Context: an optimization exercise on an open-source flow, tuned for small area. The choices shown serve that exercise and are no tape-out recipe. The RTL was checked by simulation tests, not by an equivalence proof against the original design. Power and IR drop assume default switching activity.

--- flow/design.v ---
package mips_pkg;
  typedef logic [31:0] word_t;      
  typedef logic [4:0]  reg_addr_t;
  localparam logic [5:0] op_rtype = 6'b000000;
  localparam logic [5:0] op_lw    = 6'b100011;
  localparam logic [5:0] op_sw    = 6'b101011;
  localparam logic [5:0] op_beq   = 6'b000100;
  localparam logic [5:0] op_bne   = 6'b000101;
  localparam logic [5:0] op_addi  = 6'b001000;
  localparam logic [5:0] op_addiu = 6'b001001;
  localparam logic [5:0] fn_add  = 6'b100000;
  localparam logic [5:0] fn_addu = 6'b100001;
  localparam logic [5:0] fn_sub  = 6'b100010;
  localparam logic [5:0] fn_subu = 6'b100011;
  localparam logic [5:0] fn_and  = 6'b100100;
  localparam logic [5:0] fn_or   = 6'b100101;
  localparam logic [5:0] fn_slt  = 6'b101010;
  localparam word_t word_bytes = 32'd4;
  localparam int    reg_count  = 32;
  localparam word_t reset_pc   = 32'h0000_0000;
  typedef enum logic [2:0] {
    alu_and = 3'b000,
    alu_or  = 3'b001,
    alu_add = 3'b010,
    alu_sub = 3'b110,
    alu_slt = 3'b111
  } alu_op_t;
  typedef enum logic [1:0] {
    fwd_none = 2'b00,
    fwd_mem  = 2'b01,    
    fwd_wb   = 2'b10     
  } fwd_sel_t;
endpackage
`timescale 1ns/1ps
module mips_pipe
(
  input  logic  clk,
  input  logic  rst_n,
  output logic [31:0] pc,
  input  logic [31:0] instr,
  output logic  memwrite,
  output logic [31:0] memaddr,
  output logic [31:0] memwritedata,
  input  logic [31:0] memreaddata
);
  logic [3:0]  cnt;           
  logic [29:0] x;             
  logic [31:0] m;             
  logic [31:0] d;             
  logic        c;             
  logic        zacc;          
  logic        flag;          
  wire       fin = cnt[3];
  wire [2:0] ph  = cnt[2:0];
  wire [5:0] op = instr[31:26];
  wire [5:0] fn = instr[5:0];
  wire [4:0] rs = instr[25:21];
  wire [4:0] rt = instr[20:16];
  wire [4:0] rd = instr[15:11];
  wire rtype  = (op == 6'b000000);
  wire f_add  = rtype & (fn[5:1] == 5'b10000);
  wire f_sub  = rtype & (fn[5:1] == 5'b10001);
  wire f_and  = rtype & (fn == 6'b100100);
  wire f_or   = rtype & (fn == 6'b100101);
  wire f_slt  = rtype & (fn == 6'b101010);
  wire i_addi = (op[5:1] == 5'b00100);
  wire i_lw   = (op == 6'b100011);
  wire i_sw   = (op == 6'b101011);
  wire i_beq  = (op == 6'b000100);
  wire i_bne  = (op == 6'b000101);
  wire isbr   = i_beq | i_bne;
  wire useimm = i_addi | i_lw | i_sw;
  wire inv    = f_sub | f_slt | isbr;
  logic [31:0] rf [1:31];
  logic [3:0]  rfo [0:31];
  logic        we;
  logic [4:0]  wa;
  logic [3:0]  wd;
  always_comb begin
    rfo[0] = 4'b0000;
    for (int i = 1; i < 32; i++) rfo[i] = rf[i][3:0];
  end
  wire [3:0] rs_c = rfo[rs];
  wire [3:0] rt_c = rfo[rt];
  genvar gi;
  generate
    for (gi = 1; gi < 32; gi++) begin : g_rf
      always_ff @(posedge clk)
        rf[gi] <= {(we && wa == gi) ? wd : rf[gi][3:0], rf[gi][31:4]};
    end
  endgenerate
  wire [3:0] imm_c = ph[2] ? {4{instr[15]}} : instr[{ph[1:0], 2'b00} +: 4];
  wire [31:0] x32  = {2'b00, x};
  wire [3:0] x_c   = x32[{ph, 2'b00} +: 4];
  logic [3:0] a_in, b_in;
  logic       cin;
  always_comb begin
    if (!fin) begin
      a_in = rs_c;
      b_in = (useimm ? imm_c : rt_c) ^ {4{inv}};
      cin  = (ph == 3'd0) ? inv : c;
    end else begin
      a_in = x_c;
      b_in = (isbr & flag) ? imm_c : 4'b0000;
      cin  = (ph == 3'd0) ? 1'b1 : c;
    end
  end
  wire [4:0] sum5 = {1'b0, a_in} + {1'b0, b_in} + {4'b0000, cin};
  wire [3:0] sum  = sum5[3:0];
  wire [3:0] res = f_and ? (rs_c & rt_c) :
                   f_or  ? (rs_c | rt_c) : sum;
  wire eq = zacc & (sum == 4'b0000);
  wire lt = (rs_c[3] ^ rt_c[3]) ? rs_c[3] : sum[3];
  always_ff @(posedge clk) begin
    c <= sum5[4];
    zacc <= (ph == 3'd0 ? 1'b1 : zacc) & (sum == 4'b0000);
    if (cnt == 4'd7)
      flag <= isbr ? (eq ^ i_bne) : lt;
  end
  always_comb begin
    wa = rtype ? rd : rt;
    if (!fin) begin
      we = f_add | f_sub | f_and | f_or | i_addi;
      wd = res;
    end else begin
      we = f_slt | i_lw;
      if (i_lw)
        wd = (ph == 3'd0) ? memreaddata[3:0] : d[3:0];
      else
        wd = {3'b000, flag & (ph == 3'd0)};
    end
  end
  always_ff @(posedge clk) begin
    m <= {sum, m[31:4]};
    d[31:28] <= rt_c;
    d[27:0]  <= (cnt == 4'd8) ? memreaddata[31:4] : d[31:4];
  end
  always_ff @(posedge clk) begin
    if (!rst_n) begin
      cnt      <= 4'd0;
      x        <= 30'd0;
      memwrite <= 1'b0;
    end else begin
      cnt      <= cnt + 4'd1;
      memwrite <= (cnt == 4'd7) & i_sw;
      if (cnt == 4'd15)
        x <= {sum[1:0], m[31:4]};
    end
  end
  assign pc           = {x, 2'b00};
  assign memaddr      = m;
  assign memwritedata = d;
endmodule
--- flow/run.sh ---
#!/bin/bash
# synth_recipe.tcl (not shown) runs the flow's synth.tcl, then flattens the netlist and writes it again
# the make line also repeats each setting of config.mk as NAME=value (left out here)
make -C /OpenROAD-flow-scripts/flow DESIGN_CONFIG=/design/flow/config.mk WORK_HOME=/design/flow/orfs CLKGATE_MAP_FILE= SYNTH_SCRIPT=/design/flow/synth_recipe.tcl finish
--- flow/config.mk ---
export PLATFORM = sky130hd
export DESIGN_NAME = mips_pipe
export DESIGN_NICKNAME = mips_pipe
export VERILOG_FILES = /design/flow/design.v
export SDC_FILE = /design/flow/constraint.sdc
export NUM_CORES = 4
export LEC_CHECK = 0
export CAP_MARGIN = 20
export CORE_MARGIN = 2
export CORE_UTILIZATION = 40
export SLEW_MARGIN = 20
--- flow/constraint.sdc ---
create_clock -name core_clock -period 10.0 [get_ports {clk}]
set_input_delay 2.0000 -clock core_clock [delete_from_list [all_inputs] [get_ports {clk}]]
set_output_delay 2.0000 -clock core_clock [all_outputs]
set_load 0.01 [all_outputs]
==> flow_summary_export.csv <==
group,metric,value,unit
status,outcome,"no timing/DRC/antenna violations",
global_routing,grt_max_degree,38,
cts,cts_setup_buffers,0,
logic_synthesis,synth_commonest_cells,"1,093 x dfxtp_1, 125 x nand2_1, 108 x mux2_2, 91 x nor2_1, 79 x mux2i_1",
sta,hold_viol_final,0,
run,drv_cap,0,
logic_synthesis,synth_simple_gate_area_frac,0.0633,
hold_path,min_from,"rf[22][10]",
critical_path,required,10.59,ns
global_routing,grt_pass1_vias,15800,
sta,fmax,0.142,GHz
floorplan,rows,98,
global_routing,overflow,0,
power,p_per_area,250,nW/um2
critical_path,crit_arrival,7.62,ns
final_layout,area_growth,21.4,%
floorplan,coreArea,71100,um2
critical_path,crit_fanout,20,
route,drc,0,
critical_path,cp-startpoint,"instr[17]",
sta,setup_viol,0,
critical_path,critPathMaxStageDelay,0.84,ns
cts,ctsResizeCount,0,
cts,cts.root.buffer_cell,"clkbuf_16",
logic_synthesis,syn_avg_cell_area,13.7,um2
power,ir_worst_vdd,0.138,mV
route,final_antenna_net_count,0,
cts,hold_buffers,0,
sta,layout_min_cycle_time,7.03,ns
logic_synthesis,synth.most_common_cell,"dfxtp_1",
logic_synthesis,synth_adder_area_share,0.00481,
route,wl_per_cell,22.2,um
critical_path,worst_r2r_path_depth,16,
final_layout,seqCellArea,21900,um2
global_routing,grt_antenna_before_repair,4,
route,wirelength,74000,um
sta,post-route-period-util,0.703,
hold_path,min_path_type,"flop to flop",
cts,tritoncts.num_buffers,99,
floorplan,initial_core_util,0.403,
floorplan,dieArea,73700,um2
cts,clk_pin_slew,0.06,ns
global_routing,grt_pass1_wl,108000,um
logic_synthesis,ys_warn_count,3,
route,detail_route.iter0.violations,1074,
logic_synthesis,synthCells,2088,
cts,cts_sinks,1094,
critical_path,cp_slowest_cell,"clkdlybuf4s50_1",
sta,worst_pin_slew,1.17,ns
placed_design,dpl.hpwl,51900,um
logic_synthesis,synthTopCellsByArea,"dfxtp_1 76%, mux2_2 4.2%, mux2i_1 2.8%",
route,vias_per_cell,4.81,
critical_path,crit_family,"buffers and inverters",
logic_synthesis,synth_edf_count,1,
final_layout,drive_gt1_frac,0.142,
cts,cts_max_level,3,
critical_path,rr_endpoint,"rf[16][30]",
route,vias,16000,
floorplan,num_io_pins,163,
floorplan,dieHeight,272,um
sta,worst_clock_skew,0.0207,ns
sta,slew_headroom,0.221,
logic_synthesis,synthMuxAreaShare,0.0793,
critical_path,path_buf_inv,4,
logic_synthesis,synth.top_cell.area_share,0.764,
route,drt_first_pass_iters,5,
sta,fin_ws,2.97,ns
critical_path,end_kind,"flop",
logic_synthesis,synth_cell_types,80,
critical_path,worstSetupPathType,"input pin to flop",
logic_synthesis,synth_flop_cell,"dfxtp_1",
power,leakagePower,13.4,nW
logic_synthesis,yosysSeqAreaShare,0.765,
cts,cts.path.max_buffers,3,
floorplan,die_w,272,um
final_layout,multiInputGateArea,6280,um2
placed_design,gp_congestion,0.932,
logic_synthesis,postSynthRegisterBits,1094,
critical_path,crit_chain,"clkdlybuf4s50_1, buf_4, nand2_1, o32ai_1, o32a_1, nor2_1, nor4b_1, mux2i_1, xnor2_1, o22ai_1, fa_1, inv_1, fa_1, xnor2_1, nor2_1, o31ai_4, buf_4, mux2_2",
critical_path,r2r_start,"rf[6][0]",
sta,rsz0062_at_grt,"false",
hold_path,min_to,"rf[22][6]",
final_layout,final_net_count,2367,
logic_synthesis,async_flop_share,0,
logic_synthesis,yosysTopAreaCell,"dfxtp_1",
placed_design,io_buffers,160,
cts,tritoncts,"done",
global_routing,grt_usage,0.200,
hold_path,hold_depth,0,
placed_design,place_ws,2.41,ns
logic_synthesis,synth_compound_area_frac,0.0668,
critical_path,start_kind,"input pin",
cts,clock_latency,0.65,ns
logic_synthesis,synth.cell_area,28600,um2
logic_synthesis,synth_top_family_by_area,"multiplexers",
logic_synthesis,synth_xor_xnor_area_share,0.00275,
critical_path,regToRegSetupSlack,5.04,ns
final_layout,fillCellCount,6178,
sta,setup-tns-final,0,ns
sta,drv_slew,0,
-- through the flow --
step                hold WS (ns)  area, um2  instances   util  power, mW
floorplan                  0.310      28600       2089      -       4.71
global placement           0.309      31300       3138  0.439       4.91
detailed placement         0.312      31300       3141  0.440       4.92
CTS                        0.310      34700       3325  0.489       8.80
global route               0.317      34700       3326  0.489       9.00
finish                     0.313      34800       3327  0.489       8.70
-- state kept, by name, indices dropped and copies added (netlist names) --
register / flops
memwrite: 1
c: 1
m: 32
rf: 992
flag: 1
x: 30
zacc: 1
cnt: 4
d: 32
-- kinds of logic after synthesis --
group	after synthesis
simple gates	378
flops	1094
other cells	1
xor+xnor	9
fa+ha+maj	10
compound gates	285
mux	199
buf+inv	112
-- per-layer routing --
metal | global-route usage | part of all wire | up-vias
met5 | 0 | 0.00047 | -
met1 | 0.270 | 0.46 | 7763
met3 | 0.0406 | 0.057 | 136
met2 | 0.313 | 0.45 | 553
li1 | - | - | 7539
met4 | 0.0855 | 0.036 | 4
-- final cells by class --
type | count | share of cell area
Clock buffer | 138 | 0.0819
Antenna cell | 2 | 0.000144
Clock inverter | 46 | 0.0169
Multi-Input combinational cell | 883 | 0.181
Inverter | 24 | 0.00259
Tap cell | 950 | 0.0342
Sequential cell | 1094 | 0.630
Timing Repair Buffer | 190 | 0.0530
-- worst max-delay path by stage --
stage                            end  slack [ns]  cells past startpoint
final                     rf[16][30]        2.97                     18
after global routing       rf[5][30]        2.66                     18
after CTS                 rf[29][30]        3.07                     18
after detailed placement  rf[29][30]        2.41                     18
after global placement    rf[13][30]        2.53                     18
after floorplan                 flag        4.38                     19
-- report_power, final --
group          total [mW]  leakage [nW]  switching [mW]  internal, mW
Combinational       0.355          2.87           0.203         0.152
Sequential           4.47          8.83          0.0474          4.42
Clock                3.87          1.68            1.59          2.29
Total                8.70          13.4            1.84          6.86
-- layout by cell type, fill, tap and decap left out, types with 7 or more instances in the layout --
cell type,instances
dfxtp_1,1093
a32o_1,7
buf_4,27
clkbuf_8,20
clkdlybuf4s50_1,156
a22oi_1,18
a21boi_0,29
nor2b_1,28
clkbuf_1,18
mux2_2,108
mux4_2,11
mux2i_1,79
nor4_1,8
a21oi_1,59
nand3_1,29
clkinv_2,17
and3_1,11
nor2_1,89
a32oi_1,7
bufinv_16,11
ha_1,7
o21ai_0,65
inv_1,24
o211ai_1,7
a22o_1,13
a31oi_1,17
nand3b_1,8
nor3b_1,10
nor3_1,27
nand2_1,125
clkbuf_16,100

## what the ideal ports hide
No port has a modelled driver above. Below, the same layout with a new extraction and two added sets of constraints. Step 1 sets driving cells, clkbuf_16 on the clock port and buf_2 on the other inputs (assumed; they add their load-dependent delay and slew). Step 2 moves the port delays by t, midway between the first and last clock arrival at a register: inputs arrive t later, outputs are due t later. That takes back most of the time a late clock gives input paths. a / b / c = ideal / step 1 / step 2; a / b = the first two.
shift t [ns]: 0.704
setup slack, ns: 2.972 / 2.947 / 2.243
hold WS [ns]: 0.313 / 0.313 / 0.313
worst setup path after step 2: input to register
After both steps setup and hold are still met in this run. The setup slack of this run moves by -0.025 ns with the drivers and by -0.729 ns with both steps.
